What follows belongs to an exercise in optimizing a design on an open flow for small area and a short achievable clock period; a production flow would make more cautious choices. Only simulation tests tie the RTL to the original design; equivalence was not proved. The clock port is modelled as an ideal driver; clocking choices that lean on that would not hold on a real chip. Power is estimated from default activity; no workload was simulated.

## flow/design.v (module list and top-level ports; edited modules follow where they fit)
// module inst_decode: 23 lines
// module rd_bit31: 20 lines
// module c_ao8: 7 lines
// module c_ao7: 7 lines
// module rd_bit31f: 15 lines
// module rd_dec: 8 lines
// module rd_bit32: 23 lines
// module rd_bit33: 24 lines
// module tag_regfile: 79 lines
// module st_bit: 14 lines
// module st_word: 16 lines
// module alu_unit: 554 lines
// module mul_benc: 6 lines
// module mul_benc0: 6 lines
// module mul_core: 2357 lines
// module c_inv: 3 lines
// module c_nand2: 3 lines
// module c_nand3: 3 lines
// module c_nand4: 3 lines
// module c_nor2: 3 lines
// module c_or3: 3 lines
// module c_xor2: 3 lines
// module c_xnor2: 3 lines
// module c_o22ai: 3 lines
// module c_aoi222: 3 lines
// module c_mux2i: 3 lines
// module c_fa: 4 lines
// module c_ha: 4 lines
// module c_aoi21: 3 lines
// module c_oai21: 3 lines
// module tomasulo_core: 191 lines
module tomasulo_core (
	input  logic                   clk,
	input  logic                   rst_n,
	input  logic                   inst_valid,    
	input  logic [32-1:0]       inst,
	output logic                   issue_full,    
	output logic                   busy,
	output logic                   cdb_valid,
	output logic [3-1:0]      cdb_tag,
	output logic [32-1:0]       cdb_value,
	input  logic [5-1:0] reg_rd_addr,
	output logic [32-1:0]       reg_rd_data
);
  // ...
==> flow/run.sh <==
#!/bin/bash
# synth_recipe.tcl (not shown) runs the flow's synth.tcl, then flattens the netlist and writes it again
# the make line also repeats each setting of config.mk as NAME=value (left out here)
make -C /OpenROAD-flow-scripts/flow DESIGN_CONFIG=/design/flow/config.mk WORK_HOME=/design/flow/orfs CLKGATE_MAP_FILE= SYNTH_SCRIPT=/design/flow/synth_recipe.tcl finish
==> flow/config.mk <==
export PLATFORM = sky130hd
export DESIGN_NAME = tomasulo_core
export DESIGN_NICKNAME = tomasulo_core
export VERILOG_FILES = /design/flow/design.v
export SDC_FILE = /design/flow/constraint.sdc
export NUM_CORES = 8
export LEC_CHECK = 0
export CAP_MARGIN = 20
export CELL_PAD_IN_SITES_DETAIL_PLACEMENT = 1
export CELL_PAD_IN_SITES_GLOBAL_PLACEMENT = 2
export CORE_MARGIN = 2
export CORE_UTILIZATION = 35
export CTS_CLUSTER_DIAMETER = 60
export PLACE_DENSITY = 0.5
export SETUP_SLACK_MARGIN = 5
export SLEW_MARGIN = 20
export SYNTH_HIERARCHICAL = 1
==> flow/constraint.sdc <==
create_clock -name core_clock -period 11.0 [get_ports {clk}]
set_input_delay 2.2000 -clock core_clock [delete_from_list [all_inputs] [get_ports {clk}]]
set_output_delay 2.2000 -clock core_clock [all_outputs]
set_load 0.01 [all_outputs]
==> notes.md, run 1 <==
status=no timing/DRC/antenna violations; Slew Limit Fails=0; Port Buffer Count=109; most frequent CP cell=buf_12; syn avg cell area=12.2 µm²; final setup fails=0; most used routing layer=met2; DP Worst Slack=3.20 ns; layout cells sized above 1=17.8%; Non-clock buffers=between 400 and 500; Syn-to-layout area delta=21.4%; Tot GR Track Use=between 30% and 40%; postcts setup bufs=71; Clock-cell share=6.75%; fraction of registers with async set/reset=0%; largest net degree at the start of global routing=68; Max-Cap Viols=0; hold path start=mi[1]$_DFF_P_; number of stages on the worst setup path=12; Multi-input gate area=39200 µm²; fin crit period=between 6 and 7 ns; Post-Route Utilization=42.7%; r2r setup slk=roughly 5.2 ns; Worst path max stage delay=0.32 ns; post-synthesis mux area share=2.11%; reg2reg end=u_mul.s_q[28]$_DFF_P_; clock-net power=6510 µW; Sequential Power Share=a little under half; core area=225000 µm²; final setup margin=approximately 4.6 ns; die area=230000 µm²; commonest non-fill, non-tap cell in the layout=a222oi_1; most frequent cell after synthesis=a222oi_1; Routability Congestion=0.919; post-synthesis sequential element count=1486; H-tree Lvls=4; Top-Level Pins=110; Die Wd=479 µm; startpoint types=input port; CTS Root Cell=clkbuf_16; TritonCTS Buffers=about 190
==> module tag_regfile, before the edit <==
module tag_regfile (
	input  logic        clk,
	input  logic        rst_n,
	input  logic [4:0]  rs1,
	input  logic [4:0]  rs2,
	input  logic        imm_sel,
	input  logic [31:0] imm,
	output logic [2:0]  a_tag,
	output logic [31:0] a_val,
	output logic [2:0]  b_tag,
	output logic [31:0] b_val,
	input  logic        rename,
	input  logic [4:0]  rd,
	input  logic [2:0]  rename_tag,
	input  logic        cdb_valid,
	input  logic [2:0]  cdb_tag,
	input  logic [31:0] cdb_value,
	input  logic [4:0]  rd_addr,
	output logic [31:0] rd_data,
	output logic        pending
);
	logic [2:0]  tag [1:31];
	logic [31:0] val [1:31];
	logic [31:1] match, dec1, dec2, decd, sel1, sel2, sel2m, bsel1, bsel2;
	logic [31:0] wdata;
	logic        byp1, byp2, byp2v;
	assign wdata = cdb_value & {32{rst_n}};
	always_comb begin
		pending = 1'b0;
		for (int i = 1; i < 32; i++) begin
			match[i] = cdb_valid & (tag[i] == cdb_tag);
			dec1[i]  = (rs1 == i[4:0]);
			dec2[i]  = (rs2 == i[4:0]);
			sel1[i]  = dec1[i] & ~match[i];
			sel2[i]  = dec2[i] & ~match[i];
			bsel1[i] = dec1[i] & match[i];
			bsel2[i] = dec2[i] & match[i];
			pending  = pending | (|tag[i]);
		end
	end
	rd_dec u_decd (.a(rd_addr), .y(decd));
	assign byp1 = |bsel1;
	assign byp2 = |bsel2;
	assign byp2v = byp2 & ~imm_sel;
	assign sel2m = sel2 & {31{~imm_sel}};
	genvar b, i;
	generate
		for (b = 0; b < 3; b++) begin : g_tag
			logic [31:1] col;
			for (i = 1; i < 32; i++) begin : g_i
				assign col[i] = tag[i][b];
			end
			rd_bit31 u_ta (.sel(sel1), .d(col), .y(a_tag[b]));
			rd_bit31 u_tb (.sel(sel2m), .d(col), .y(b_tag[b]));
		end
		for (b = 0; b < 32; b++) begin : g_val
			logic [31:1] col;
			for (i = 1; i < 32; i++) begin : g_i
				assign col[i] = val[i][b];
			end
			rd_bit32 u_va (.sel(sel1), .d(col), .xs(byp1), .xd(cdb_value[b]), .y(a_val[b]));
			rd_bit33 u_vb (.sel(sel2m), .d(col), .xs(byp2v), .xd(cdb_value[b]),
			               .ys(imm_sel), .yd(imm[b]), .y(b_val[b]));
			rd_bit31f u_vd (.sel(decd), .d(col), .y(rd_data[b]));
		end
	endgenerate
	always_ff @(posedge clk) begin
		for (int i = 1; i < 32; i++) begin
			if (match[i] | ~rst_n)
				val[i] <= wdata;
			if (!rst_n)
				tag[i] <= '0;
			else if (rename && rd == i[4:0])
				tag[i] <= rename_tag;
			else if (match[i])
				tag[i] <= '0;
		end
	end
endmodule
==> inputs of run 2 (changes only) <==
--- a/flow/design.v
+++ b/flow/design.v
@@ -151,5 +151,5 @@
 	logic [2:0]  tag [1:31];
 	logic [31:0] val [1:31];
-	logic [31:1] match, dec1, dec2, decd, sel1, sel2, sel2m, bsel1, bsel2;
+	logic [31:1] match, dec1, dec2, decd, decd2, sel1, sel2, sel2m, bsel1, bsel2;
 	logic [31:0] wdata;
 	logic        byp1, byp2, byp2v;
@@ -169,4 +169,5 @@
 	end
 	rd_dec u_decd (.a(rd_addr), .y(decd));
+	rd_dec u_decd2 (.a(rd_addr), .y(decd2));
 	assign byp1 = |bsel1;
 	assign byp2 = |bsel2;
@@ -191,5 +192,5 @@
 			rd_bit33 u_vb (.sel(sel2m), .d(col), .xs(byp2v), .xd(cdb_value[b]),
 			               .ys(imm_sel), .yd(imm[b]), .y(b_val[b]));
-			rd_bit31f u_vd (.sel(decd), .d(col), .y(rd_data[b]));
+			rd_bit31f u_vd (.sel(b < 16 ? decd : decd2), .d(col), .y(rd_data[b]));
 		end
 	endgenerate
--- a/flow/config.mk
+++ b/flow/config.mk
@@ -11,5 +11,6 @@
 export CORE_MARGIN = 2
 export CORE_UTILIZATION = 35
-export CTS_CLUSTER_DIAMETER = 60
+export CTS_CLUSTER_DIAMETER = 120
+export CTS_CLUSTER_SIZE = 20
 export PLACE_DENSITY = 0.5
 export SETUP_SLACK_MARGIN = 5
==> run 2 against run 1 <==
Still clean. Final area decreased by 3.2%. Clock power decreased by 45%. Total power decreased by 21%. First-iteration DRC count decreased by 7.3%. Core utilization decreased by 1.5 points. Clock-buffer cell count decreased by 125. Setup slack improved by 0.086 ns. Critical endpoint is now reg_rd_data[0].
==> notes.md, run 2 <==
crit path launch=reg_rd_addr[1] (was reg_rd_addr[0]); worst skew pair latency=0.81 ns (was 0.88 ns); Syn Inst Count=6526 (was 6480); Cells after DPL=9785 (was 9743); H-tree Lvls=3 (was 4); Cell Int Power=7950 µW (was 10200 µW); Primary FF master, synth=edfxtp_1 (unchanged); hold path start=mi[1]$_DFF_P_ (unchanged); combinational share of power=9.0% (was 7.0%); vias=71400 (was 72300); CP required=8.80 ns (about the same); clk slew on worst S/H paths=0.08 ns (was 0.06 ns); Hold-fix buffers, CTS=0 (unchanged); Seq/Total Area, Yosys=50.4% (was 50.5%); TritonCTS Buffers=86 (was 189); Reg2Reg Depth=14 (unchanged); Antenna Nets Post-Route=0 (unchanged); CP Class=in2out (unchanged); Max VDD drop=0.146 mV (was 0.156 mV); TNS Setup=0 ns (unchanged); clock sinks=1486 (unchanged); Die Wd=480 µm (was 479 µm); most frequent cells in the layout=1052 x a222oi_1, 1023 x edfxtp_1, 457 x dfxtp_1, 425 x xnor2_1, 368 x a22oi_1 (was 1052 x a222oi_1, 1023 x edfxtp_1, 457 x dfxtp_1, 423 x xnor2_1, 400 x a22oi_1); most frequent cell after synthesis=a222oi_1 (unchanged); Synth Warn #=29 (unchanged); Routability Congestion=0.913 (was 0.919); status=no timing/DRC/antenna violations (unchanged); DP Worst Slack=3.20 ns (about the same); Slew headroom=30.4% (was 12.0%); Post-synth EDFFs=1023 (unchanged); Tcrit/Tclk final=57.2% (was 58.0%); PwrDens=118 nW/µm² (was 144 nW/µm²); fin crit period=6.29 ns (was 6.38 ns); largest net degree at the start of global routing=64 (was 68); top flop regs=u_rf.val (992), u_rf.tag (93) (unchanged); commonest non-fill, non-tap cell in the layout=a222oi_1 (unchanged); Slew Limit Fails=0 (unchanged); RSZ-0062 raised after global routing=true (unchanged); Crit path arrival time=4.09 ns (was 4.18 ns); fraction of registers with async set/reset=0% (unchanged); Sequential Power Share=58.2% (was 46.0%); reported net switching power=2990 µW (was 3610 µW); Synth top area share=38.7% (was 38.8%); Syn-to-layout area delta=17.1% (was 21.4%); vias in the first global route=70200 (was 71800); Hold Slack=0.334 ns (was 0.335 ns); Port Buffer Count=109 (unchanged); CTS Root Cell=clkbuf_16 (unchanged); max frequency=159 MHz (was 157 MHz); Tot GR Track Use=34.2% (was 36.0%); Unique masters post-synth=68 (unchanged); Initial DRC Count=13600 (was 14700); layout cells sized above 1=17.0% (was 17.8%); switching share of power=27.3% (was 26.0%); vias per cell=7.05 (was 7.07); Hold Path Class=reg2reg (unchanged); leading area contributor after synthesis=edfxtp_1 (unchanged); Setup crit end kind=primary output (unchanged); post-synth net total=6791 (was 6745); dpl hpwl=262 mm (was 256 mm); Starting Density=35.2% (about the same); nets@finish=7319 (was 7320); WHS Path Cells=0 (unchanged); Mapped Area=79300 µm² (was 79100 µm²); antenna violations before repair=33 (was 23); First-pass DRT Iterations=11 (was 13); Remaining Overflow, GRT=0 (unchanged); Max-Cap Viols=0 (unchanged); Final Hold Viols=0 (unchanged); row cnt=174 (unchanged); CP max FO=8 (unchanged); DR WL/cell=40.6 µm (was 42.1 µm); worst slew pin tran=1.04 ns (was 1.32 ns); Most flops, register=u_rf.val (unchanged); CTS Buffer Depth=3 (unchanged); Post-synth top cells=1052 x a222oi_1, 1023 x edfxtp_1, 463 x dfxtp_1 (unchanged); Top-Level Pins=110 (unchanged); non-filler cells, final=10100 (was 10200); Post-Route WL=411 mm (was 430 mm); max reg flops=992 (unchanged); Die Y=480 µm (was 479 µm); Clk pwr share=32.8% (was 47.0%); CTS tree=done (unchanged); final setup fails=0 (unchanged); die area=231000 µm² (was 230000 µm²); final setup margin=4.71 ns (was 4.62 ns); RR Startpoint=mi[2]$_DFF_P_ (unchanged); startpoint types=input port (unchanged); Total Power=10900 µW (was 13800 µW); static leakage=0.0332 µW (was 0.0349 µW); post-synthesis sequential element count=1486 (unchanged); Area contributors post-synth=edfxtp_1 39%, a222oi_1 13%, dfxtp_1 12%, fa_1 4.9%, xnor2_1 4.8% (was edfxtp_1 39%, a222oi_1 13%, dfxtp_1 12%, fa_1 5.0%, xnor2_1 4.8%); Setup Skew=0.0767 ns (was 0.0501 ns); first-pass GRT wire length=566 mm (was 586 mm); syn avg cell area=12.2 µm² (about the same); Remaining DRCs=0 (unchanged); core area=225000 µm² (about the same)
==> run 2: cell count changes after synthesis <==
cell	before	now
nand2_1	404	405
nand3_1	171	172
or3b_4	3	6
nand3b_1	7	10
or3_1	71	72
nor2_1	253	284
nand2b_1	14	16
clkbuf_1	47	50
or2_2	4	5
==> run 2: path summary, 6_finish.rpt <==
| check | to | slack (ns) |
|---|---|---|
| max | reg_rd_data[0] | 4.71 |
| min | mi[2]$_DFF_P_ | 0.33 |
| max reg2reg | u_mul.s_q[29]$_DFF_P_ | 5.20 |
| min reg2reg | mi[2]$_DFF_P_ | 0.33 |
==> run 2: repair_timing <==
action                                  in CTS  in global routing
pin swaps                                  175                127
gates cloned                                14                  3
endpoints found under the setup margin     175                177
setup buffers                              125                 31
resized for setup                          530                117
==> run 2: power by group through the flow <==
stage | clock network [µW] | registers (µW) | logic, µW
final | 3590 | 6370 | 980
after global routing | 3830 | 6380 | 998
after CTS | 3670 | 6350 | 912
after detailed placement | 0 | 6480 | 846
after global placement | 0 | 6480 | 839
after floorplan | 0 | 6400 | 342
==> run 2: cell families after synthesis <==
family	Yosys count	share of synthesized area [%]
mux	163	2.11
flops	1486	50.4
buf+inv	455	2.46
fa+ha+maj	225	5.40
other cells	1	0.00473
compound gates	2063	22.3
simple gates	1542	10.3
xor+xnor	591	7.04
==> run 2: area by class of cell <==
class / instances / area, µm²
Multi-Input combinational cell: 4585 / 39700
Fill cell: 23500 / 132000
Sequential cell: 1486 / 40000
Inverter: 355 / 1330
Tap cell: 2992 / 3740
Antenna cell: 21 / 52.6
Timing Repair Buffer: 540 / 5580
Clock inverter: 15 / 211
Clock buffer: 121 / 2280
==> run 2: Yosys stat by module, one instance, submodules excluded, a selection <==
module         cells inside  flip-flops and latches  area (µm²)
c_ha                      1                       0        12.5
c_nand2                   1                       0        3.75
c_nand4                   1                       0        6.26
c_xor2                    1                       0        8.76
c_oai21                   1                       0        5.00
c_mux2i                   1                       0        10.0
c_aoi222                  1                       0        10.0
st_bit                    1                       1        20.0
mul_core                 64                      63        1260
c_o22ai                   1                       0        6.26
c_nor2                    1                       0        3.75
c_ao7                     4                       0        30.0
tomasulo_core           275                      82        3360
==> run 2: metal layers <==
metal / vias up / wire length, µm / GRT usage [%]
li1: 28700 / - / -
met1: 37200 / 171000 / 46.8
met2: 4568 / 181000 / 52.2
met3: 818 / 45100 / 9.52
met4: 6 / 13500 / 11.0
met5: - / 44 / 0
==> run 2: metrics by stage <==
step,cell area (µm²),util [%]
global placement,86600,38.5
CTS,92100,40.9
finish,92900,41.3
detailed placement,86600,38.5
global route,92900,41.3
floorplan,79400,-
==> run 2: worst max-delay path, cell delays in order <==
cell	delay [ns]
buf_12	0.12
or3b_4	0.25
nor2_2	0.05
buf_6	0.15
buf_12	0.16
buf_4	0.15
a22oi_2	0.14
nand4_1	0.32
nor2_4	0.32
nand2_2	0.09
buf_6	0.13
==> module rd_dec, before the edit <==
module rd_dec (
	input  logic [4:0]  a,
	output logic [31:1] y
);
	always_comb
		for (int i = 1; i < 32; i++)
			y[i] = (a == i[4:0]);
endmodule
==> inputs of run 3 (changes only) <==
--- a/flow/design.v
+++ b/flow/design.v
@@ -77,7 +77,22 @@
 	output logic [31:1] y
 );
-	always_comb
-		for (int i = 1; i < 32; i++)
-			y[i] = (a == i[4:0]);
+	logic [4:0] an;
+	logic [3:0] lo_n;    
+	logic [7:0] hi_n;    
+	genvar k, j;
+	generate
+		for (k = 0; k < 5; k++) begin : g_inv
+			c_inv u (.a(a[k]), .y(an[k]));
+		end
+		for (k = 0; k < 4; k++) begin : g_lo
+			c_nand2 u (.a(k[1] ? a[1] : an[1]), .b(k[0] ? a[0] : an[0]), .y(lo_n[k]));
+		end
+		for (j = 0; j < 8; j++) begin : g_hi
+			c_nand3 u (.a(j[2] ? a[4] : an[4]), .b(j[1] ? a[3] : an[3]), .c(j[0] ? a[2] : an[2]), .y(hi_n[j]));
+		end
+		for (k = 1; k < 32; k++) begin : g_y
+			c_nor2 u (.a(lo_n[k % 4]), .b(hi_n[k / 4]), .y(y[k]));
+		end
+	endgenerate
 endmodule
 module rd_bit32 (
==> run 3 against run 2 <==
Clock power is 1% higher. Global-route usage is 0.87 points lower. Largest cell class unchanged. Largest power group unchanged. Core utilization is 0.28 points lower. Die area hardly changed. Total power is 0.12% higher. Critical path depth is 1 lower. Still clean on timing, DRC and antenna. Area after synthesis hardly changed. Cell count is 0.54% lower. Via count is 0.55% lower. Clock skew is 0.0042 ns lower. Wire length is 2.2% lower.
==> notes.md, run 3 <==
status=no timing/DRC/antenna violations (unchanged); vias=71000 (was 71400); vias in the first global route=69200 (was 70200); Most flops, register=u_rf.val (unchanged); Tcrit/Tclk final=57.3% (was 57.2%); Port Buffer Count=109 (unchanged); Post-synth top cells=1052 x a222oi_1, 1023 x edfxtp_1, 463 x dfxtp_1 (unchanged); Reg2Reg Depth=14 (unchanged); H-tree Lvls=3 (unchanged); nets@finish=7286 (was 7319); Post-synth EDFFs=1023 (unchanged); vias per cell=7.05 (about the same); clock sinks=1486 (unchanged); Synth top area share=38.7% (about the same); Synth Warn #=28 (was 29); Top-Level Pins=110 (unchanged); Setup Skew=0.0725 ns (was 0.0767 ns); CTS Buffer Depth=3 (unchanged); Starting Density=35.2% (about the same); die area=230000 µm² (was 231000 µm²); filler cell count=23600 (was 23500); DR WL/cell=39.9 µm (was 40.6 µm); first-pass GRT wire length=553 mm (was 566 mm); CP max FO=16 (was 8); Initial DRC Count=14500 (was 13600); CTS Root Cell=clkbuf_16 (unchanged); Setup crit end kind=primary output (unchanged); startpoint types=input port (unchanged); Cells after DPL=9788 (was 9785); most frequent cells in the layout=1052 x a222oi_1, 1023 x edfxtp_1, 457 x dfxtp_1, 424 x xnor2_1, 383 x a22oi_1 (was 1052 x a222oi_1, 1023 x edfxtp_1, 457 x dfxtp_1, 425 x xnor2_1, 368 x a22oi_1); CP top delay family=simple AND/OR/NAND/NOR gates (unchanged); commonest non-fill, non-tap cell in the layout=a222oi_1 (unchanged); Seq/Total Area, Yosys=50.4% (about the same); clk slew on worst S/H paths=0.09 ns (was 0.08 ns); final setup fails=0 (unchanged); Final Hold Viols=0 (unchanged); Routability Congestion=0.932 (was 0.913); PwrDens=119 nW/µm² (was 118 nW/µm²); top flop regs=u_rf.val (992), u_rf.tag (93) (unchanged); Die Wd=480 µm (about the same); CP required=8.80 ns (about the same); syn avg cell area=12.1 µm² (was 12.2 µm²); WHS Path Cells=0 (unchanged); max reg flops=992 (unchanged); worst skew pair latency=0.82 ns (was 0.81 ns); leading area contributor after synthesis=edfxtp_1 (unchanged); First-pass DRT Iterations=11 (unchanged); fin crit period=6.31 ns (was 6.29 ns); TritonCTS Buffers=88 (was 86); worst slew pin tran=1.19 ns (was 1.04 ns); Antenna Nets Post-Route=0 (unchanged); Mapped Area=79300 µm² (about the same); core area=225000 µm² (unchanged); most frequent cell after synthesis=a222oi_1 (unchanged); fraction of registers with async set/reset=0% (unchanged); Crit path arrival time=4.11 ns (was 4.09 ns); Tot GR Track Use=33.3% (was 34.2%); Post-Route WL=402 mm (was 411 mm); Worst Hold Endpoint=mi[2]$_DFF_P_ (unchanged); Unique masters post-synth=67 (was 68); Worst path max stage delay=0.35 ns (was 0.32 ns); Remaining Overflow, GRT=0 (unchanged); TNS Setup=0 ns (unchanged); reg2reg end=u_mul.s_q[30]$_DFF_P_ (was u_mul.s_q[29]$_DFF_P_); Max-Cap Viols=0 (unchanged); layout cells sized above 1=16.3% (was 17.0%); crit path launch=reg_rd_addr[0] (was reg_rd_addr[1]); Max VDD drop=0.133 mV (was 0.146 mV); antenna violations before repair=24 (was 33); Syn Inst Count=6530 (was 6526); slowest cell on the critical path=nand4_1 (unchanged); Hold Path Class=reg2reg (unchanged); RR Startpoint=mi[2]$_DFF_P_ (unchanged); Syn-to-layout area delta=16.4% (was 17.1%); Hold-fix buffers, CTS=0 (unchanged); max frequency=159 MHz (about the same); dpl hpwl=257 mm (was 262 mm); largest net degree at the start of global routing=91 (was 64); r2r setup slk=5.17 ns (was 5.20 ns); non-filler cells, final=10100 (about the same); hold path start=mi[1]$_DFF_P_ (unchanged); Primary FF master, synth=edfxtp_1 (unchanged); Multi-input gate area=39700 µm² (about the same); static leakage=0.0330 µW (was 0.0332 µW); Worst Path Buf+Inv=4 (was 5); RSZ-0062 raised after global routing=true (unchanged); CTS tree=done (unchanged); Slew headroom=19.8% (was 30.4%); FF/Latch Area=40000 µm² (unchanged); post-synth net total=6795 (was 6791); post-synthesis sequential element count=1486 (unchanged); Area contributors post-synth=edfxtp_1 39%, a222oi_1 13%, dfxtp_1 12%, fa_1 4.9%, xnor2_1 4.8% (unchanged); row cnt=174 (unchanged); worst path cell trace=buf_16 > inv_1 > nand2_4 > nor2_1 > buf_6 > a22oi_2 > nand4_1 > nor2_4 > nand2_2 > dlygate4sd2_1 (was buf_12 > or3b_4 > nor2_2 > buf_6 > buf_12 > buf_4 > a22oi_2 > nand4_1 > nor2_4 > nand2_2 > buf_6); Slew Limit Fails=0 (unchanged); Die Y=480 µm (about the same); CP Class=in2out (unchanged); Remaining DRCs=0 (unchanged)
## run 3: how the worst max path moves through the flow
stage | to | slack [ns] | depth (start not counted)
2_1_floorplan | cdb_value[24]$_DFF_P_ | 3.38 | 15
3_3_place_gp | reg_rd_data[25] | 3.39 | 8
3_5_place_dp | reg_rd_data[23] | 3.31 | 8
4_1_cts | reg_rd_data[9] | 4.82 | 12
5_1_grt | reg_rd_data[0] | 4.66 | 10
6_report | reg_rd_data[8] | 4.69 | 10
## run 3: area by class of cell
type | instances | share of cell area [%]
diodes | 7 | 0.0190
flip-flops and latches | 1486 | 43.3
inverters | 365 | 1.50
repair buffers | 495 | 5.32
well taps | 2992 | 4.06
clock buffers | 114 | 2.51
clock inverters | 16 | 0.279
multi-input cells | 4585 | 43.0
## run 3: cells by family (layout without fill, tap and decap cells)
kind of cell,count (synthesis),count (layout),synth area share [%]
AO/OA/AOI/OAI,2063,2063,22.3
buffers and inverters,459,990,2.48
XOR/XNOR,591,591,7.05
flip-flops,1486,1486,50.4
other,1,8,0.00473
multiplexers,163,163,2.11
AND/OR/NAND/NOR,1542,1542,10.2
adder cells (fa/ha/maj),225,225,5.41
## run 3: Yosys stat by module, one instance, submodules excluded, excerpt
module / cell area (µm²) / cells inside
c_mux2i: 10.0 / 1
c_ha: 12.5 / 1
c_xor2: 8.76 / 1
c_nand3: 5.00 / 1
c_inv: 3.75 / 1
c_o22ai: 6.26 / 1
tomasulo_core: 3360 / 275
tag_regfile: 37300 / 1935
c_oai21: 5.00 / 1
## run 3: metrics by stage
step | instance area (µm²) | hold slack [ns] | setup WS (ns) | utilization [%] | total power (µW)
2_1_floorplan | 79400 | 0.309 | 3.38 | - | 6750
3_3_place_gp | 86500 | 0.315 | 3.39 | 38.4 | 7310
3_5_place_dp | 86600 | 0.326 | 3.31 | 38.5 | 7310
4_1_cts | 91500 | 0.334 | 4.82 | 40.7 | 11000
5_1_grt | 92300 | 0.351 | 4.66 | 41.0 | 11200
6_report | 92300 | 0.331 | 4.69 | 41.0 | 11000
## run 3: metal layers
layer	track usage, %	vias up	share of wire (%)
met3	8.56	827	11
met5	0	-	0.0070
met4	11.1	4	3.5
met2	51.0	4649	44
li1	-	28600	-
met1	45.8	36900	41
## run 3: power breakdown
group          switching [µW]  total (µW)  internal (µW)
clock                    2090        3630           1540
combinational             710         954            244
sequential                195        6370           6170
## run 3: timing repair
item / CTS / global route
cloned: 8 / 5
endpoints found under the setup margin: 136 / 138
pin swaps: 178 / 88
buffers inserted: 96 / 24
resized for setup: 470 / 92
==> inputs of run 4 (changes only) <==
==> flow/flow/run.sh (new file) <==
#!/bin/bash
# Own layout flow: the standard layout (standard.sh) with three changes:
#  - the port buffers are buf_2 cells instead of the default delay-buffer cells,
#  - clock tree synthesis inserts no dummy loads,
#  - after clock tree synthesis, cells whose paths keep at least DS_MARGIN ns of slack
#    are swapped for smaller cells of the same function (flow/downsize.tcl).
# Each step's output goes to a log file of its own in the work folder.
set -euo pipefail
X=(
	"BUFFER_PORTS_ARGS=-buffer_cell sky130_fd_sc_hd__buf_2"
	"CTS_ARGS=-sink_clustering_enable -repair_clock_nets -sink_clustering_size 20 -sink_clustering_max_diameter 120 -dont_use_dummy_load"
)
bash standard.sh "${X[@]}" cts > make_to_cts.log 2>&1
RESULTS=orfs/results/${FLOW_PLATFORM}/tomasulo_core/base DS_MARGIN=5.0 \
	openroad -no_init -exit flow/downsize.tcl > downsize.log 2>&1
bash standard.sh "${X[@]}" finish > make_finish.log 2>&1
==> flow/flow/downsize.tcl (new file) <==
# Swap cells for smaller ones of the same function where the path through the cell keeps
# at least DS_MARGIN ns of setup slack and the worst slack does not get worse.
# Reads and rewrites RESULTS/4_cts.odb (the clock tree synthesis result).
set results $::env(RESULTS)
read_liberty $::env(FLOW_HOME)/platforms/sky130hd/lib/sky130_fd_sc_hd__tt_025C_1v80.lib
read_db $results/4_cts.odb
read_sdc $results/4_cts.sdc
source $::env(FLOW_HOME)/platforms/sky130hd/setRC.tcl
set_propagated_clock [all_clocks]
estimate_parasitics -placement
sta::make_equiv_cells [get_libs *]
set margin $::env(DS_MARGIN)
set wns0 [sta::worst_slack_cmd max]
puts "worst slack [expr {$wns0 * 1e9}] ns, design area [expr {[rsz::design_area] * 1e12}] um2"
set n 0
set tried 0
foreach inst [get_cells *] {
	set lc [get_lib_cells -quiet -of_objects $inst]
	if {$lc eq "" || $lc eq "NULL"} continue
	set name [get_name $lc]
	if {[regexp {df|clkbuf|clkinv|tap|fill|decap|conb|dly|bufinv} $name]} continue
	if {[regexp {^clk} [get_name $inst]]} continue
	set outs [get_pins -of_objects $inst -filter "direction==output"]
	if {[llength $outs] != 1} continue
	set sl [get_property $outs slack_max]
	if {$sl eq "" || $sl < $margin + 0.05} continue
	set a0 [get_property $lc area]
	set eqs [sta::find_equiv_cells $lc]
	if {$eqs eq "NULL" || $eqs eq ""} continue
	set cands {}
	foreach e $eqs {
		if {$e eq "NULL"} continue
		set en [get_name $e]
		set ea [get_property $e area]
		if {$ea < $a0 - 0.01 && ![regexp {lp|dly|clk} $en]} { lappend cands [list $ea $e] }
	}
	foreach c [lsort -real -index 0 $cands] {
		incr tried
		replace_cell $inst [lindex $c 1]
		set op [get_pins -of_objects $inst -filter "direction==output"]
		set sl2 [get_property $op slack_max]
		set slew [get_property $op slew_max]
		if {$sl2 >= $margin && [sta::worst_slack_cmd max] >= $wns0 - 1e-12 && $slew < 1.0} {
			incr n
			break
		}
		replace_cell $inst $lc
	}
}
puts "downsized $n cells ($tried tries)"
puts "worst slack [expr {[sta::worst_slack_cmd max] * 1e9}] ns, design area [expr {[rsz::design_area] * 1e12}] um2"
write_db $results/4_cts.odb
==> flow/standard.sh (new file) <==
#!/bin/bash
# synth_recipe.tcl (not shown) runs the flow's synth.tcl, then flattens the netlist and writes it again
# the make line also repeats each setting of config.mk as NAME=value (left out here)
make -C /OpenROAD-flow-scripts/flow DESIGN_CONFIG=/design/flow/config.mk WORK_HOME=/design/flow/orfs CLKGATE_MAP_FILE= SYNTH_SCRIPT=/design/flow/synth_recipe.tcl "${@:-finish}"
removed: flow/run.sh
==> run 4 against run 3 <==
Non-clock buffer count grew 12. Die area is the same. Worst hold slack gained 0.026 ns. Setup slack gained 0.11 ns. Largest cell class unchanged. Synthesized cell count is the same. Highest routed layer unchanged. Register-to-register slack gained 0.02 ns. Critical endpoint is now reg_rd_data[1].
==> notes.md, run 4 <==
status=no timing/DRC/antenna violations (unchanged); Hold-fix buffers, CTS=0 (unchanged); slowest cell on the critical path=nand4_1 (unchanged); Synth Warn #=28 (unchanged); DR WL/cell=41.1 µm (was 39.9 µm); CP max FO=16 (unchanged); Syn Inst Count=6530 (unchanged); Tot GR Track Use=34.3% (was 33.3%); Setup crit end kind=primary output (unchanged); crit path launch=reg_rd_addr[1] (was reg_rd_addr[0]); First-pass DRT Iterations=14 (was 11); CP required=8.80 ns (about the same); startpoint types=input port (unchanged); top flop regs=u_rf.val (992), u_rf.tag (93) (unchanged); Slew headroom=16.3% (was 19.8%); most frequent cells in the layout=1052 x a222oi_1, 1023 x edfxtp_1, 477 x xnor2_1, 457 x dfxtp_1, 381 x nand2_1 (was 1052 x a222oi_1, 1023 x edfxtp_1, 457 x dfxtp_1, 424 x xnor2_1, 383 x a22oi_1); FF/Latch Area=40000 µm² (unchanged); syn avg cell area=12.1 µm² (unchanged); Worst Path Buf+Inv=5 (was 4); Area contributors post-synth=edfxtp_1 39%, a222oi_1 13%, dfxtp_1 12%, fa_1 4.9%, xnor2_1 4.8% (unchanged); first-pass GRT wire length=566 mm (was 553 mm); antenna violations before repair=34 (was 24); Starting Density=35.2% (unchanged); reg2reg end=u_mul.s_q[23]$_DFF_P_ (was u_mul.s_q[30]$_DFF_P_); Primary FF master, synth=edfxtp_1 (unchanged); Slew Limit Fails=0 (unchanged); worst slew pin tran=1.24 ns (was 1.19 ns); Reg2Reg Depth=14 (unchanged); Final Hold Viols=0 (unchanged); number of stages on the worst setup path=11 (was 10); Remaining DRCs=0 (unchanged); Die Wd=480 µm (unchanged); Hold Path Class=reg2reg (unchanged); post-synthesis sequential element count=1486 (unchanged); PwrDens=120 nW/µm² (was 119 nW/µm²); CTS Root Cell=clkbuf_16 (unchanged); TritonCTS Buffers=87 (was 88); Multi-input gate area=37700 µm² (was 39700 µm²); layout cells sized above 1=11.4% (was 16.3%); Initial DRC Count=14500 (about the same); vias=71100 (was 71000); Mapped Area=79300 µm² (unchanged); H-tree Lvls=3 (unchanged); final setup fails=0 (unchanged); met1 usage=47.3% (was 45.8%); hold path start=mi[1]$_DFF_P_ (unchanged); CTS tree=done (unchanged); Synth top area share=38.7% (unchanged); core area=225000 µm² (unchanged); Setup Skew=0.110 ns (was 0.0725 ns); nets@finish=7299 (was 7286); fraction of registers with async set/reset=0% (unchanged); die area=230000 µm² (unchanged); Post-Route Utilization=39.6% (was 41.0%); max reg flops=992 (unchanged); Die Y=480 µm (unchanged); RSZ-0062 raised after global routing=true (unchanged); r2r setup slk=5.19 ns (was 5.17 ns); largest net degree at the start of global routing=129 (was 91); Crit path arrival time=4.00 ns (was 4.11 ns); met3 Track Usage GR=8.36% (was 8.56%); fin crit period=6.20 ns (was 6.31 ns); Syn-to-layout area delta=12.4% (was 16.4%); Worst Setup EP=reg_rd_data[1] (was reg_rd_data[8]); row cnt=174 (unchanged); Tcrit/Tclk final=56.4% (was 57.3%); filler cell count=23900 (was 23600); Max-Cap Viols=0 (unchanged); TNS Setup=0 ns (unchanged); Worst path max stage delay=0.29 ns (was 0.35 ns); grt met2 use=53.4% (was 51.0%); worst path cell trace=buf_8 > inv_2 > nand2_4 > nor2_1 > buf_6 > buf_4 > a22oi_1 > nand4_1 > nor2_4 > nand2_2 > buf_2 (was buf_16 > inv_1 > nand2_4 > nor2_1 > buf_6 > a22oi_2 > nand4_1 > nor2_4 > nand2_2 > dlygate4sd2_1); worst skew pair latency=0.80 ns (was 0.82 ns); Remaining Overflow, GRT=0 (unchanged); Antenna Nets Post-Route=0 (unchanged); max frequency=161 MHz (was 159 MHz); static leakage=0.0320 µW (was 0.0330 µW); Max VDD drop=0.129 mV (was 0.133 mV); CP Class=in2out (unchanged); Post-Route WL=412 mm (was 402 mm); Port Buffer Count=109 (unchanged); Top-Level Pins=110 (unchanged); RR Startpoint=mi[2]$_DFF_P_ (unchanged); CP top delay family=simple AND/OR/NAND/NOR gates (unchanged); Routability Congestion=0.898 (was 0.932); dpl hpwl=262 mm (was 257 mm); Post-synth EDFFs=1023 (unchanged); Hold Slack=0.357 ns (was 0.331 ns); CTS Buffer Depth=3 (unchanged); clock sinks=1486 (unchanged); most frequent cell after synthesis=a222oi_1 (unchanged); clk slew on worst S/H paths=0.09 ns (about the same); Unique masters post-synth=67 (unchanged); Most flops, register=u_rf.val (unchanged); leading area contributor after synthesis=edfxtp_1 (unchanged); vias per cell=7.08 (was 7.05); commonest non-fill, non-tap cell in the layout=a222oi_1 (unchanged); Post-synth top cells=1052 x a222oi_1, 1023 x edfxtp_1, 463 x dfxtp_1 (unchanged); vias in the first global route=69400 (was 69200); post-synth net total=6795 (unchanged); Seq/Total Area, Yosys=50.4% (unchanged); most used routing layer=met2 (unchanged)
==> run 4: cell type report <==
| cell class | instances | area share, % |
|---|---|---|
| tap | 2992 | 4.20 |
| antenna | 18 | 0.0505 |
| clock buffer | 87 | 2.44 |
| timing repair buffer | 507 | 4.57 |
| multi-input combinational | 4587 | 42.3 |
| sequential | 1486 | 44.9 |
| inverter | 365 | 1.56 |
==> run 4: how the worst min path moves through the flow <==
stage	to	slack, ns	depth (start not counted)
detailed placement	mi[2]$_DFF_P_	0.35	0
CTS	mi[2]$_DFF_P_	0.36	0
finish	mi[2]$_DFF_P_	0.36	0
global route	mi[2]$_DFF_P_	0.37	0
global placement	mi[2]$_DFF_P_	0.35	0
floorplan	mi[2]$_DFF_P_	0.31	0
==> run 4: where the power goes <==
group | internal (µW) | switching (µW)
Combinational | 213 | 707
Sequential | 6170 | 190
Clock | 1410 | 1980
==> run 4: logic make-up (layout without fill, tap and decap cells) <==
| kind of cell | after synthesis | after routing | synth area share, % |
|---|---|---|---|
| and+or+nand+nor | 1542 | 1542 | 10.2 |
| xor gates and xnor gates | 591 | 591 | 7.05 |
| buffers and inverters | 459 | 959 | 2.48 |
| adders and majority gates | 225 | 225 | 5.41 |
| AOI/OAI and AO/OA | 2063 | 2063 | 22.3 |
| DFF | 1486 | 1486 | 50.4 |
| other | 1 | 19 | 0.00473 |
| muxes | 163 | 165 | 2.11 |
==> run 4: modules after synthesis (local to each module, per instance), a selection <==
| module | cell area, µm² | flip-flops and latches | cells |
|---|---|---|---|
| c_aoi222 | 10.0 | 0 | 1 |
| c_ao7 | 30.0 | 0 | 4 |
| c_nand2 | 3.75 | 0 | 1 |
| c_ha | 12.5 | 0 | 1 |
| c_oai21 | 5.00 | 0 | 1 |
| st_bit | 20.0 | 1 | 1 |
==> run 4: metrics by stage <==
step	instance area, µm²	power (µW)	cells	worst slack, ns
CTS	90300	10700	9969	4.92
finish	89200	10700	10000	4.80
floorplan	79400	6750	6530	3.38
detailed placement	86200	7290	9803	4.05
global route	89100	10900	10000	4.77
global placement	86000	7280	9798	3.95
==> run 4: repair_timing <==
| action | CTS | global route |
|---|---|---|
| gates resized for setup | 255 | 203 |
| gates cloned | 8 | 6 |
| pin swaps | 120 | 107 |
| setup endpoints to repair | 65 | 290 |
| setup buffers | 71 | 41 |
==> run 4: routing by layer <==
layer / up-vias / part of all wire, %
met5: - / 0.033
met4: 22 / 3.4
met3: 802 / 11
met2: 4668 / 44
met1: 37000 / 41
li1: 28600 / -
==> inputs of run 5 (changes only) <==
--- a/flow/flow/run.sh
+++ b/flow/flow/run.sh
@@ -12,5 +12,5 @@
 )
 bash standard.sh "${X[@]}" cts > make_to_cts.log 2>&1
-RESULTS=orfs/results/${FLOW_PLATFORM}/tomasulo_core/base DS_MARGIN=5.0 \
+RESULTS=orfs/results/${FLOW_PLATFORM}/tomasulo_core/base DS_MARGIN=4.95 \
 	openroad -no_init -exit flow/downsize.tcl > downsize.log 2>&1
 bash standard.sh "${X[@]}" finish > make_finish.log 2>&1
--- a/flow/config.mk
+++ b/flow/config.mk
@@ -14,5 +14,5 @@
 export CTS_CLUSTER_SIZE = 20
 export PLACE_DENSITY = 0.5
-export SETUP_SLACK_MARGIN = 5
+export SETUP_SLACK_MARGIN = 4.85
 export SLEW_MARGIN = 20
 export SYNTH_HIERARCHICAL = 1
==> run 5 against run 4 <==
Critical path type unchanged. Largest cell class unchanged. Combinational power shrank 2.3%. Synthesized cell count is the same. Still clean on timing, DRC and antenna. Setup slack lost 0.035 ns. Core utilization shrank 0.50 points. Highest routed layer unchanged. Worst hold slack lost 0.0095 ns.
==> notes.md, run 5 <==
Synth Warn #=28 (unchanged); DP Worst Slack=4.16 ns (was 4.05 ns); Port Buffer Count=109 (unchanged); Worst path max stage delay=0.29 ns (about the same); Mapped Area=79300 µm² (unchanged); Tot GR Track Use=33.5% (was 34.3%); dpl hpwl=260 mm (was 262 mm); startpoint types=input port (unchanged); Primary FF master, synth=edfxtp_1 (unchanged); largest net degree at the start of global routing=75 (was 129); final setup fails=0 (unchanged); TritonCTS Buffers=86 (was 87); Setup Skew=0.117 ns (was 0.110 ns); Area contributors post-synth=edfxtp_1 39%, a222oi_1 13%, dfxtp_1 12%, fa_1 4.9%, xnor2_1 4.8% (unchanged); Total Power=10600 µW (was 10700 µW); CP required=8.80 ns (about the same); Max VDD drop=0.117 mV (was 0.129 mV); TNS Setup=0 ns (unchanged); Post-synth top cells=1052 x a222oi_1, 1023 x edfxtp_1, 463 x dfxtp_1 (unchanged); final setup margin=4.77 ns (was 4.80 ns); H-tree Lvls=3 (unchanged); Unique masters post-synth=67 (unchanged); fraction of registers with async set/reset=0% (unchanged); non-filler cells, final=9973 (was 10000); syn avg cell area=12.1 µm² (unchanged); vias=70500 (was 71100); max frequency=160 MHz (was 161 MHz); max reg flops=992 (unchanged); slowest cell on the critical path=nor2_4 (was nand4_1); top flop regs=u_rf.val (992), u_rf.tag (93) (unchanged); CTS tree=done (unchanged); Initial DRC Count=14200 (was 14500); Synth top area share=38.7% (unchanged); Setup crit end kind=primary output (unchanged); PwrDens=121 nW/µm² (was 120 nW/µm²); adder-cell share of the synthesized area=5.41% (unchanged); leading area contributor after synthesis=edfxtp_1 (unchanged); fin area=88000 µm² (was 89200 µm²); Max-Cap Viols=0 (unchanged); vias in the first global route=68600 (was 69400); Remaining DRCs=0 (unchanged); antenna violations before repair=33 (was 34); Die Y=480 µm (unchanged); Top-Level Pins=110 (unchanged); Synth Area in Compound Gates=22.3% (unchanged); XOR/XNOR Fraction of Synth Area=7.05% (unchanged); Worst Path Buf+Inv=4 (was 5); Post-synth EDFFs=1023 (unchanged); first-pass GRT wire length=555 mm (was 566 mm); Syn Inst Count=6530 (unchanged); CTS Root Cell=clkbuf_16 (unchanged); commonest non-fill, non-tap cell in the layout=a222oi_1 (unchanged); clock sinks=1486 (unchanged); DR WL/cell=40.4 µm (was 41.1 µm); worst skew pair latency=0.82 ns (was 0.80 ns); Routability Congestion=0.897 (was 0.898); Most flops, register=u_rf.val (unchanged); RSZ-0062 raised after global routing=true (unchanged); post-synth net total=6795 (unchanged); CTS Buffer Depth=3 (unchanged); Tcrit/Tclk final=56.7% (was 56.4%); static leakage=0.0315 µW (was 0.0320 µW); CP Class=in2out (unchanged); CP top delay family=simple AND/OR/NAND/NOR gates (unchanged); Crit path arrival time=4.03 ns (was 4.00 ns); core area=225000 µm² (unchanged); die area=230000 µm² (unchanged); clk slew on worst S/H paths=0.09 ns (about the same); Antenna Nets Post-Route=0 (unchanged); Post-DP Area=86000 µm² (was 86200 µm²); Post-Synth Simple-Gate Area=10.2% (unchanged); Hold-fix buffers, CTS=0 (unchanged); worst path cell trace=buf_12 > clkinvlp_4 > nand3_4 > nor2_2 > buf_6 > a22oi_1 > nand4_1 > nor2_4 > nand2_1 > buf_2 (was buf_8 > inv_2 > nand2_4 > nor2_1 > buf_6 > buf_4 > a22oi_1 > nand4_1 > nor2_4 > nand2_2 > buf_2); row cnt=174 (unchanged); post-synthesis mux area share=2.11% (unchanged); nets@finish=7234 (was 7299); CP max FO=10 (was 16); Cells after DPL=9794 (was 9803); Seq/Total Area, Yosys=50.4% (unchanged); Die Wd=480 µm (unchanged); layout cells sized above 1=10.0% (was 11.4%); Post-Route WL=403 mm (was 412 mm); Syn-to-layout area delta=11.0% (was 12.4%); fin crit period=6.23 ns (was 6.20 ns); filler cell count=24000 (was 23900); largest family of logic cells by synthesized area=compound AO/OA/AOI/OAI gates (unchanged); most frequent cells in the layout=1052 x a222oi_1, 1023 x edfxtp_1, 479 x xnor2_1, 457 x dfxtp_1, 406 x a22oi_1 (was 1052 x a222oi_1, 1023 x edfxtp_1, 477 x xnor2_1, 457 x dfxtp_1, 381 x nand2_1); Starting Density=35.2% (unchanged); post-synthesis sequential element count=1486 (unchanged); Final Hold Viols=0 (unchanged); worst slew pin tran=1.22 ns (was 1.24 ns); vias per cell=7.07 (was 7.08); First-pass DRT Iterations=14 (unchanged); Slew headroom=18.8% (was 16.3%); Slew Limit Fails=0 (unchanged); Hold Path Class=reg2reg (unchanged); Remaining Overflow, GRT=0 (unchanged); status=no timing/DRC/antenna violations (unchanged); most frequent cell after synthesis=a222oi_1 (unchanged)
==> run 5: cell types whose count changed in the layout (fill, tap and decap cells not counted), sizes merged <==
cell / previous run / this run
diode: 18 / 14
clkinvlp: 3 / 8
clkbuf: 117 / 113
inv: 362 / 357
mux2i: 133 / 132
buf: 477 / 417
==> run 5: final cells by class <==
type / count / area, µm² / area share, %
clock buffers: 86 / 2150 / 2.44
diodes: 14 / 35.0 / 0.0398
inverters: 365 / 1400 / 1.59
well taps: 2992 / 3740 / 4.25
flip-flops and latches: 1486 / 40000 / 45.4
repair buffers: 444 / 3320 / 3.77
multi-input cells: 4586 / 37400 / 42.5
==> run 5: Yosys stat by module (local to each module, per instance), a selection <==
module / times used / cell area, µm² / cells inside
c_nor2: 207 / 3.75 / 1
c_o22ai: 256 / 6.26 / 1
inst_decode: 1 / 120 / 17
tomasulo_core: 1 / 3360 / 275
c_ao8: 96 / 36.3 / 5
c_aoi21: 81 / 8.76 / 1
c_nand3: 54 / 5.00 / 1
c_xor2: 104 / 8.76 / 1
alu_unit: 1 / 22.5 / 3
c_oai21: 70 / 5.00 / 1
c_mux2i: 131 / 10.0 / 1
c_or3: 70 / 6.26 / 1
mul_core: 1 / 1260 / 64
c_fa: 196 / 20.0 / 1
st_bit: 256 / 20.0 / 1
c_nand2: 197 / 3.75 / 1
==> run 5: report_power, final <==
group	internal [µW]	switching [µW]
logic	199	700
clock network	1390	1960
registers	6170	189
total	7760	2850
==> run 5: what timing repair did <==
action | in CTS | in global routing
resized for setup | 145 | 177
gates cloned | 2 | 5
setup buffers | 48 | 18
endpoints found under the setup margin | 56 | 157
pin swaps | 64 | 84
==> run 5: path summary, 6_finish.rpt <==
check | slack [ns] | startpoint | cells past startpoint | endpoint
worst max-delay path | 4.77 | reg_rd_addr[2] | 10 | reg_rd_data[15]
worst min-delay path | 0.35 | mi[1]$_DFF_P_ | 0 | mi[2]$_DFF_P_
worst max register to register | 4.98 | mi[2]$_DFF_P_ | 14 | u_mul.s_q[30]$_DFF_P_
worst min register to register | 0.35 | mi[1]$_DFF_P_ | 0 | mi[2]$_DFF_P_
==> run 5: logic make-up after synthesis <==
family                     after synthesis
AOI/OAI and AO/OA                     2063
and+or+nand+nor                       1542
DFF                                   1486
xor gates and xnor gates               591
buffers and inverters                  459
adders and majority gates              225
muxes                                  163
other                                    1
==> run 5: through the flow <==
| stage | hold WS, ns | utilization, % |
|---|---|---|
| floorplan | 0.309 | - |
| global placement | 0.348 | 38.2 |
| detailed placement | 0.352 | 38.2 |
| CTS | 0.361 | 39.7 |
| global route | 0.354 | 39.1 |
| finish | 0.347 | 39.1 |
==> run 5: worst register-to-register path, cell delays in order, from the launching register on <==
cell	delay, ns
dfxtp_4	0.40
buf_12	0.14
buf_12	0.28
mux2i_1	0.35
clkbuf_2	0.59
and3b_1	0.27
a21oi_2	0.55
o22ai_1	0.20
xnor2_1	0.28
ha_1	0.31
fa_1	0.58
fa_1	0.45
fa_1	0.52
fa_1	0.52
fa_1	0.48
==> run 5: layer usage <==
layer  share of wire [%]  vias up  global-route usage [%]
met5              0.0097        -                   0.601
met4                 3.4        8                    10.0
met3                  11      809                    7.93
met2                  44     4580                    51.8
met1                  42    36600                    46.4
li1                    -    28500                       -
==> inputs of run 6 (changes only) <==
--- a/flow/config.mk
+++ b/flow/config.mk
@@ -7,6 +7,6 @@
 export LEC_CHECK = 0
 export CAP_MARGIN = 20
-export CELL_PAD_IN_SITES_DETAIL_PLACEMENT = 1
-export CELL_PAD_IN_SITES_GLOBAL_PLACEMENT = 2
+export CELL_PAD_IN_SITES_DETAIL_PLACEMENT = 0
+export CELL_PAD_IN_SITES_GLOBAL_PLACEMENT = 0
 export CORE_MARGIN = 2
 export CORE_UTILIZATION = 35
==> run 6 against run 5 <==
Setup slack worse by 0.034 ns. Area after synthesis unchanged. Critical path type unchanged. Still clean. Final area grew 0.36%. Clock power shrank 2%. Clock skew shrank 0.011 ns.
==> notes.md, run 6 <==
reported net switching power=2740 µW (was 2850 µW); Remaining DRCs=0 (unchanged); Unique masters post-synth=67 (unchanged); Post-synth EDFFs=1023 (unchanged); Post-Synth Simple-Gate Area=10.2% (unchanged); most frequent cells in the layout=1052 x a222oi_1, 1023 x edfxtp_1, 479 x xnor2_1, 457 x dfxtp_1, 421 x a22oi_1 (was 1052 x a222oi_1, 1023 x edfxtp_1, 479 x xnor2_1, 457 x dfxtp_1, 406 x a22oi_1); Die Wd=480 µm (unchanged); switching share of power=26.1% (was 26.9%); Clk pwr share=31.3% (was 31.6%); Max-Cap Viols=0 (unchanged); TritonCTS Buffers=86 (unchanged); vias=70900 (was 70500); clk slew on worst S/H paths=0.09 ns (about the same); Tot GR Track Use=29.4% (was 33.5%); CP max FO=8 (was 10); commonest non-fill, non-tap cell in the layout=a222oi_1 (unchanged); H-tree Lvls=3 (unchanged); vias in the first global route=66400 (was 68600); Setup Skew=0.107 ns (was 0.117 ns); RSZ-0062 raised after global routing=true (unchanged); antenna violations before repair=26 (was 33); filler cell count=21600 (was 24000); post-synth net total=6795 (unchanged); core area=225000 µm² (unchanged); Initial DRC Count=17300 (was 14200); nets@finish=7247 (was 7234); worst slew pin tran=1.16 ns (was 1.22 ns); Top-Level Pins=110 (unchanged); Post-Route WL=360 mm (was 403 mm); Synth Area in Compound Gates=22.3% (unchanged); top flop regs=u_rf.val (992), u_rf.tag (93) (unchanged); most frequent cell after synthesis=a222oi_1 (unchanged); post-synthesis mux area share=2.11% (unchanged); first-pass GRT wire length=496 mm (was 555 mm); worst skew pair latency=0.80 ns (was 0.82 ns); status=no timing/DRC/antenna violations (unchanged); max frequency=160 MHz (about the same); Remaining Overflow, GRT=0 (unchanged); First-pass DRT Iterations=15 (was 14); Slew headroom=21.8% (was 18.8%); Setup crit end kind=primary output (unchanged); Port Buffer Count=109 (unchanged); Hold-fix buffers, CTS=0 (unchanged); fraction of registers with async set/reset=0% (unchanged); Most flops, register=u_rf.val (unchanged); vias per cell=7.10 (was 7.07); Area contributors post-synth=edfxtp_1 39%, a222oi_1 13%, dfxtp_1 12%, fa_1 4.9%, xnor2_1 4.8% (unchanged); layout cells sized above 1=10.3% (was 10.0%); Antenna Nets Post-Route=0 (unchanged); startpoint types=input port (unchanged); final setup fails=0 (unchanged); largest family of logic cells by synthesized area=compound AO/OA/AOI/OAI gates (unchanged); PwrDens=119 nW/µm² (was 121 nW/µm²); CP Class=in2out (unchanged); Hold Path Class=reg2reg (unchanged); Post-synth top cells=1052 x a222oi_1, 1023 x edfxtp_1, 463 x dfxtp_1 (unchanged); Die Y=480 µm (unchanged); Starting Density=35.2% (unchanged); DR WL/cell=36.0 µm (was 40.4 µm); Cell Int Power=7760 µW (about the same); TNS Setup=0 ns (unchanged); Seq/Total Area, Yosys=50.4% (unchanged); XOR/XNOR Fraction of Synth Area=7.05% (unchanged); Primary FF master, synth=edfxtp_1 (unchanged); fin crit period=6.27 ns (was 6.23 ns); largest net degree at the start of global routing=79 (was 75); Syn-to-layout area delta=11.4% (was 11.0%); static leakage=0.0317 µW (was 0.0315 µW); CTS Root Cell=clkbuf_16 (unchanged); row cnt=174 (unchanged); Max VDD drop=0.138 mV (was 0.117 mV); combinational share of power=8.2% (was 8.5%); clock sinks=1486 (unchanged); leading area contributor after synthesis=edfxtp_1 (unchanged); Routability Congestion=0.932 (was 0.897); dpl hpwl=223 mm (was 260 mm); CTS Buffer Depth=3 (unchanged); Final Hold Viols=0 (unchanged); post-synthesis sequential element count=1486 (unchanged); CP required=8.80 ns (about the same); Synth top area share=38.7% (unchanged); die area=230000 µm² (unchanged); CTS tree=done (unchanged); max reg flops=992 (unchanged); Mapped Area=79300 µm² (unchanged); adder-cell share of the synthesized area=5.41% (unchanged); Tcrit/Tclk final=57.0% (was 56.7%); Syn Inst Count=6530 (unchanged); Synth Warn #=28 (unchanged); Sequential Power Share=60.5% (was 59.9%); Crit path arrival time=4.07 ns (was 4.03 ns); Total Power=10500 µW (was 10600 µW); syn avg cell area=12.1 µm² (unchanged); Slew Limit Fails=0 (unchanged)
run 6: final timing paths:
path | from | to | slack [ns] | cells after the start
setup / recovery | reg_rd_addr[1] | reg_rd_data[8] | 4.73 | 11
hold / removal | mi[1]$_DFF_P_ | mi[2]$_DFF_P_ | 0.33 | 0
setup reg to reg | mi[2]$_DFF_P_ | u_mul.s_q[30]$_DFF_P_ | 4.97 | 12
hold reg to reg | mi[1]$_DFF_P_ | mi[2]$_DFF_P_ | 0.33 | 0
run 6: repair_timing:
action / CTS / global route
pin swaps: 59 / 64
setup buffers: 69 / 41
setup endpoints to repair: 43 / 80
cloned: 2 / 9
resized for setup: 128 / 163
run 6: cell families after synthesis:
kind of cell / after synthesis
compound gates: 2063
simple gates: 1542
flops: 1486
xor+xnor: 591
buf+inv: 459
fa+ha+maj: 225
mux: 163
other cells: 1
run 6: through the flow:
stage               hold slack, ns  worst slack (ns)  util, %  instances  instance area [µm²]
finish                       0.328              4.73     39.2       9981                88400
detailed placement           0.312              4.21     38.1       9757                85700
floorplan                    0.309              3.38        -       6530                79300
CTS                          0.328              4.83     39.7       9914                89300
global route                 0.336              4.73     39.2       9975                88300
global placement             0.313              4.18     38.0       9753                85600
run 6: cell type report:
type	instances	area (µm²)	share of cell area [%]
well taps	2992	3740	4.24
multi-input cells	4586	37300	42.2
flip-flops and latches	1486	40000	45.3
repair buffers	457	3720	4.21
inverters	365	1390	1.57
diodes	9	22.5	0.0255
clock buffers	86	2150	2.44
run 6: per-layer routing:
metal  up-vias  wire length (µm)  part of all wire [%]  track usage, %
li1      28500                 -                     -               -
met1     35200            137000                    38            38.8
met2      5998            158000                    44            45.1
met3      1160             48900                    14            8.96
met4         8             15800                   4.4            11.3
met5         -                53                 0.015               0
run 6: power by group through the flow:
| stage | combinational, µW | clock (µW) | sequential [µW] |
|---|---|---|---|
| after floorplan | 341 | 0 | 6400 |
| after global routing | 864 | 3530 | 6370 |
| final | 859 | 3290 | 6360 |
| after detailed placement | 754 | 0 | 6470 |
| after global placement | 747 | 0 | 6470 |
| after CTS | 786 | 3350 | 6340 |
run 6: worst max-delay path: stages:
cell and delay, ns:
buf_12 0.11, clkinvlp_4 0.18, nand2_4 0.16, buf_12 0.15, nor2_4 0.07, clkbuf_16 0.18
a22oi_1 0.20, nand4_1 0.27, nor2_2 0.26, nand2_1 0.11, buf_2 0.16
run 6: per-module statistics from Yosys (local to each module, per instance), excerpt:
module         area (µm²)  flops+latches
mul_benc0            21.3              0
tomasulo_core        3360             82
c_nor2               3.75              0
c_nand2              3.75              0
alu_unit             22.5              0
c_ao7                30.0              0
c_oai21              5.00              0
c_inv                3.75              0
c_ha                 12.5              0
==> inputs of run 7 (changes only) <==
--- a/flow/flow/run.sh
+++ b/flow/flow/run.sh
@@ -9,5 +9,5 @@
 X=(
 	"BUFFER_PORTS_ARGS=-buffer_cell sky130_fd_sc_hd__buf_2"
-	"CTS_ARGS=-sink_clustering_enable -repair_clock_nets -sink_clustering_size 20 -sink_clustering_max_diameter 120 -dont_use_dummy_load"
+	"CTS_ARGS=-sink_clustering_enable -repair_clock_nets -sink_clustering_size 24 -sink_clustering_max_diameter 140 -dont_use_dummy_load"
 )
 bash standard.sh "${X[@]}" cts > make_to_cts.log 2>&1
--- a/flow/flow/downsize.tcl
+++ b/flow/flow/downsize.tcl
@@ -19,5 +19,5 @@
 	if {$lc eq "" || $lc eq "NULL"} continue
 	set name [get_name $lc]
-	if {[regexp {df|clkbuf|clkinv|tap|fill|decap|conb|dly|bufinv} $name]} continue
+	if {[regexp {edf|clkbuf|clkinv|tap|fill|decap|conb|dly|bufinv} $name]} continue
 	if {[regexp {^clk} [get_name $inst]]} continue
 	set outs [get_pins -of_objects $inst -filter "direction==output"]
--- a/flow/config.mk
+++ b/flow/config.mk
@@ -7,10 +7,10 @@
 export LEC_CHECK = 0
 export CAP_MARGIN = 20
-export CELL_PAD_IN_SITES_DETAIL_PLACEMENT = 0
-export CELL_PAD_IN_SITES_GLOBAL_PLACEMENT = 0
+export CELL_PAD_IN_SITES_DETAIL_PLACEMENT = 1
+export CELL_PAD_IN_SITES_GLOBAL_PLACEMENT = 2
 export CORE_MARGIN = 2
 export CORE_UTILIZATION = 35
-export CTS_CLUSTER_DIAMETER = 120
-export CTS_CLUSTER_SIZE = 20
+export CTS_CLUSTER_DIAMETER = 140
+export CTS_CLUSTER_SIZE = 24
 export PLACE_DENSITY = 0.5
 export SETUP_SLACK_MARGIN = 4.85
==> run 7 against run 6 <==
Non-clock buffer count is 4 lower. Maximum frequency up 0.62%. Core utilization shrank 0.26 points. Highest routed layer unchanged. Largest cell class unchanged. Critical path type unchanged. Wire length grew 12%.
==> notes.md, run 7 <==
post-synth net total=6795 (unchanged); Remaining Overflow, GRT=0 (unchanged); row cnt=174 (unchanged); Syn Inst Count=6530 (unchanged); clock sinks=1486 (unchanged); nets@finish=7232 (was 7247); CP max FO=16 (was 8); reported net switching power=2810 µW (was 2740 µW); startpoint types=input port (unchanged); Syn-to-layout area delta=10.7% (was 11.4%); Synth top area share=38.7% (unchanged); non-filler cells, final=9973 (was 9981); worst slew pin tran=1.25 ns (was 1.16 ns); final setup margin=4.77 ns (was 4.73 ns); hold path start=mi[1]$_DFF_P_ (unchanged); Setup Skew=0.130 ns (was 0.107 ns); Port Buffer Count=109 (unchanged); switching share of power=27.1% (was 26.1%); Post-synth EDFFs=1023 (unchanged); TNS Setup=0 ns (unchanged); RR Startpoint=mi[2]$_DFF_P_ (unchanged); most frequent cell after synthesis=a222oi_1 (unchanged); CTS tree=done (unchanged); layout cells sized above 1=9.85% (was 10.3%); Post-Route Utilization=39.0% (was 39.2%); Unique masters post-synth=67 (unchanged); Cells after DPL=9794 (was 9757); Antenna Nets Post-Route=0 (unchanged); CP required=8.80 ns (about the same); Final Hold Viols=0 (unchanged); Post-DP Area=86000 µm² (was 85700 µm²); Post-synth top cells=1052 x a222oi_1, 1023 x edfxtp_1, 463 x dfxtp_1 (unchanged); vias=70600 (was 70900); Remaining DRCs=0 (unchanged); highest routed metal layer=met5 (unchanged); Crit path arrival time=4.03 ns (was 4.07 ns); Mapped Area=79300 µm² (unchanged); First-pass DRT Iterations=13 (was 15); top flop regs=u_rf.val (992), u_rf.tag (93) (unchanged); Die Y=480 µm (unchanged); PwrDens=118 nW/µm² (was 119 nW/µm²); CTS Root Cell=clkbuf_16 (unchanged); WL met3=41.5 mm (was 48.9 mm); leading area contributor after synthesis=edfxtp_1 (unchanged); CP Class=in2out (unchanged); Hold Path Class=reg2reg (unchanged); syn avg cell area=12.1 µm² (unchanged); commonest non-fill, non-tap cell in the layout=a222oi_1 (unchanged); Slew Limit Fails=0 (unchanged); Max-Cap Viols=0 (unchanged); clk slew on worst S/H paths=0.10 ns (was 0.09 ns); final setup fails=0 (unchanged); die area=230000 µm² (unchanged); Seq/Total Area, Yosys=50.4% (unchanged); Hold-fix buffers, CTS=0 (unchanged); Cell Int Power=7580 µW (was 7760 µW); Primary FF master, synth=edfxtp_1 (unchanged); post-synthesis sequential element count=1486 (unchanged); combinational share of power=8.6% (was 8.2%); TritonCTS Buffers=74 (was 86); largest net degree at the start of global routing=75 (was 79); Tot GR Track Use=33.5% (was 29.4%); fin crit period=6.23 ns (was 6.27 ns); Synth Warn #=28 (unchanged); Top-Level Pins=110 (unchanged); worst path cell trace=buf_8 > clkinvlp_4 > nand3_2 > nor2_1 > buf_4 > a22oi_1 > nand4_1 > nor2_4 > nand2_1 > buf_2 (was buf_12 > clkinvlp_4 > nand2_4 > buf_12 > nor2_4 > clkbuf_16 > a22oi_1 > nand4_1 > nor2_2 > nand2_1 > buf_2); Routability Congestion=0.897 (was 0.932); H-tree Lvls=3 (unchanged); Setup crit end kind=primary output (unchanged); antenna violations before repair=36 (was 26); CTS Buffer Depth=3 (unchanged); Worst path max stage delay=0.25 ns (was 0.27 ns); Die Wd=480 µm (unchanged); DP Worst Slack=4.16 ns (was 4.21 ns); max reg flops=992 (unchanged); DR WL/cell=40.5 µm (was 36.0 µm); RSZ-0062 raised after global routing=true (unchanged); core area=225000 µm² (unchanged); slowest cell on the critical path=nor2_4 (was nand4_1); Area contributors post-synth=edfxtp_1 39%, a222oi_1 13%, dfxtp_1 12%, fa_1 4.9%, xnor2_1 4.8% (unchanged); Post-Route WL=403 mm (was 360 mm); WL met2=179 mm (was 158 mm); Most flops, register=u_rf.val (unchanged); status=no timing/DRC/antenna violations (unchanged); fin area=87800 µm² (was 88400 µm²); Starting Density=35.2% (unchanged); vias in the first global route=68400 (was 66400); crit path launch=reg_rd_addr[3] (was reg_rd_addr[1]); fraction of registers with async set/reset=0% (unchanged); first-pass GRT wire length=555 mm (was 496 mm); most frequent cells in the layout=1052 x a222oi_1, 1023 x edfxtp_1, 479 x xnor2_1, 459 x dfxtp_1, 417 x a22oi_1 (was 1052 x a222oi_1, 1023 x edfxtp_1, 479 x xnor2_1, 457 x dfxtp_1, 421 x a22oi_1); dpl hpwl=260 mm (was 223 mm); filler cell count=24000 (was 21600); Slew headroom=16.7% (was 21.8%); static leakage=0.0314 µW (was 0.0317 µW); worst skew pair latency=0.81 ns (was 0.80 ns); vias per cell=7.07 (was 7.10); Sequential Power Share=61.2% (was 60.5%); Initial DRC Count=14000 (was 17300); Max VDD drop=0.124 mV (was 0.138 mV); metal1 wirelength=170 mm (was 137 mm); max frequency=161 MHz (was 160 MHz); Tcrit/Tclk final=56.6% (was 57.0%); Clk pwr share=30.1% (was 31.3%)
run 7: path summary, 6_finish.rpt:
check	slack [ns]	cells after the start	to
max	4.77	10	reg_rd_data[7]
min	0.35	0	mi[2]$_DFF_P_
min reg2reg	0.35	0	mi[2]$_DFF_P_
max reg2reg	5.07	12	u_mul.s_q[30]$_DFF_P_
run 7: modules after synthesis (local to each module, per instance), excerpt:
| module | cell area [µm²] | times used |
|---|---|---|
| inst_decode | 120 | 1 |
| mul_benc | 37.5 | 15 |
| c_ao7 | 30.0 | 32 |
| mul_benc0 | 21.3 | 1 |
| c_fa | 20.0 | 196 |
| c_ha | 12.5 | 29 |
| c_mux2i | 10.0 | 131 |
| c_xnor2 | 8.76 | 355 |
| c_or3 | 6.26 | 70 |
| c_o22ai | 6.26 | 256 |
| c_nand4 | 6.26 | 172 |
| c_inv | 3.75 | 352 |
run 7: cell families (layout without fill, tap and decap cells):
| family | Yosys count | in the layout | share of synthesized area [%] |
|---|---|---|---|
| AO/OA/AOI/OAI | 2063 | 2064 | 22.3 |
| AND/OR/NAND/NOR | 1542 | 1542 | 10.2 |
| flip-flops | 1486 | 1486 | 50.4 |
| XOR/XNOR | 591 | 591 | 7.05 |
| buffers and inverters | 459 | 892 | 2.48 |
| adder cells (fa/ha/maj) | 225 | 225 | 5.41 |
| multiplexers | 163 | 164 | 2.11 |
| other | 1 | 17 | 0.00473 |
run 7: power groups by stage:
| stage | registers [µW] | clock network [µW] | logic, µW |
|---|---|---|---|
| finish | 6360 | 3130 | 898 |
| global route | 6380 | 3380 | 912 |
| CTS | 6350 | 3220 | 854 |
| detailed placement | 6470 | 0 | 819 |
| global placement | 6470 | 0 | 814 |
| floorplan | 6400 | 0 | 341 |
run 7: through the flow:
stage,hold slack [ns],power (µW)
2_1_floorplan,0.309,6750
3_3_place_gp,0.348,7290
3_5_place_dp,0.352,7290
4_1_cts,0.362,10400
5_1_grt,0.360,10700
6_report,0.355,10400
run 7: what timing repair did:
action | CTS | global route
endpoints found under the setup margin | 56 | 149
buffers inserted | 50 | 19
gates resized for setup | 149 | 173
pin swaps | 61 | 72
cloned | 3 | 9
run 7: worst max-delay path, delay by kind of cell:
family	cells	cell delay (ns)
AO/OA/AOI/OAI	1	0.24
buffers and inverters	4	0.77
AND/OR/NAND/NOR	5	0.79
run 7: area by class of cell:
class                   instances  area, µm²  area share (%)
clock buffers                  74       1850            2.11
multi-input cells            4587      37400            42.6
well taps                    2992       3740            4.26
flip-flops and latches       1486      40000            45.6
repair buffers                453       3390            3.87
diodes                         16       40.0          0.0456
inverters                     365       1390            1.58
run 7: routing by layer:
metal	global-route usage, %	vias up
met1	46.8	36700
li1	-	28500
met5	0.601	-
met4	9.64	10
met2	51.9	4552
met3	7.57	809

port drivers added, routing unchanged:
In the flow no input, the clock included, has a driving cell. The finished layouts below were timed again as built, in two steps. Step 1 (the two cells are an assumption about what drives the block):
set clk [get_ports {clk}]
set_driving_cell -lib_cell sky130_fd_sc_hd__clkbuf_16 $clk
set_driving_cell -lib_cell sky130_fd_sc_hd__buf_2 [delete_from_list [all_inputs] $clk]
Step 2 moves the port delays by t, midway between the first and last clock arrival at a register: inputs arrive t later, outputs are due t later. That takes back most of the time a late clock gives input paths. Three values: ideal ports, drivers, drivers and shift; two values: the first two.
run | shift t [ns] | setup slack, ns | hold slack, ns | worst setup path after step 2 | cell pins on the clock port's net
run 1 | 0.946 | 4.621 / 4.572 / 4.058 | 0.335 / 0.335 / 0.335 | input to register | 1
run 2 | 0.859 | 4.707 / 4.538 / 4.294 | 0.334 / 0.334 / 0.334 | input to register | 1
run 3 | 0.880 | 4.692 / 4.549 / 4.256 | 0.331 / 0.331 / 0.331 | input to register | 1
run 4 | 0.832 | 4.800 / 4.607 / 4.370 | 0.357 / 0.357 / 0.357 | input to register | 1
run 5 | 0.848 | 4.766 / 4.599 / 4.172 | 0.347 / 0.347 / 0.347 | input to register | 1
run 6 | 0.839 | 4.732 / 4.561 / 4.122 | 0.328 / 0.328 / 0.328 | input to register | 1
run 7 | 0.820 | 4.770 / 4.574 / 4.171 | 0.355 / 0.355 / 0.355 | input to register | 1
After both steps every run listed still meets setup and hold. The setup slack of run 6, which loses most, moves by -0.171 ns with the drivers and by -0.610 ns with both steps.
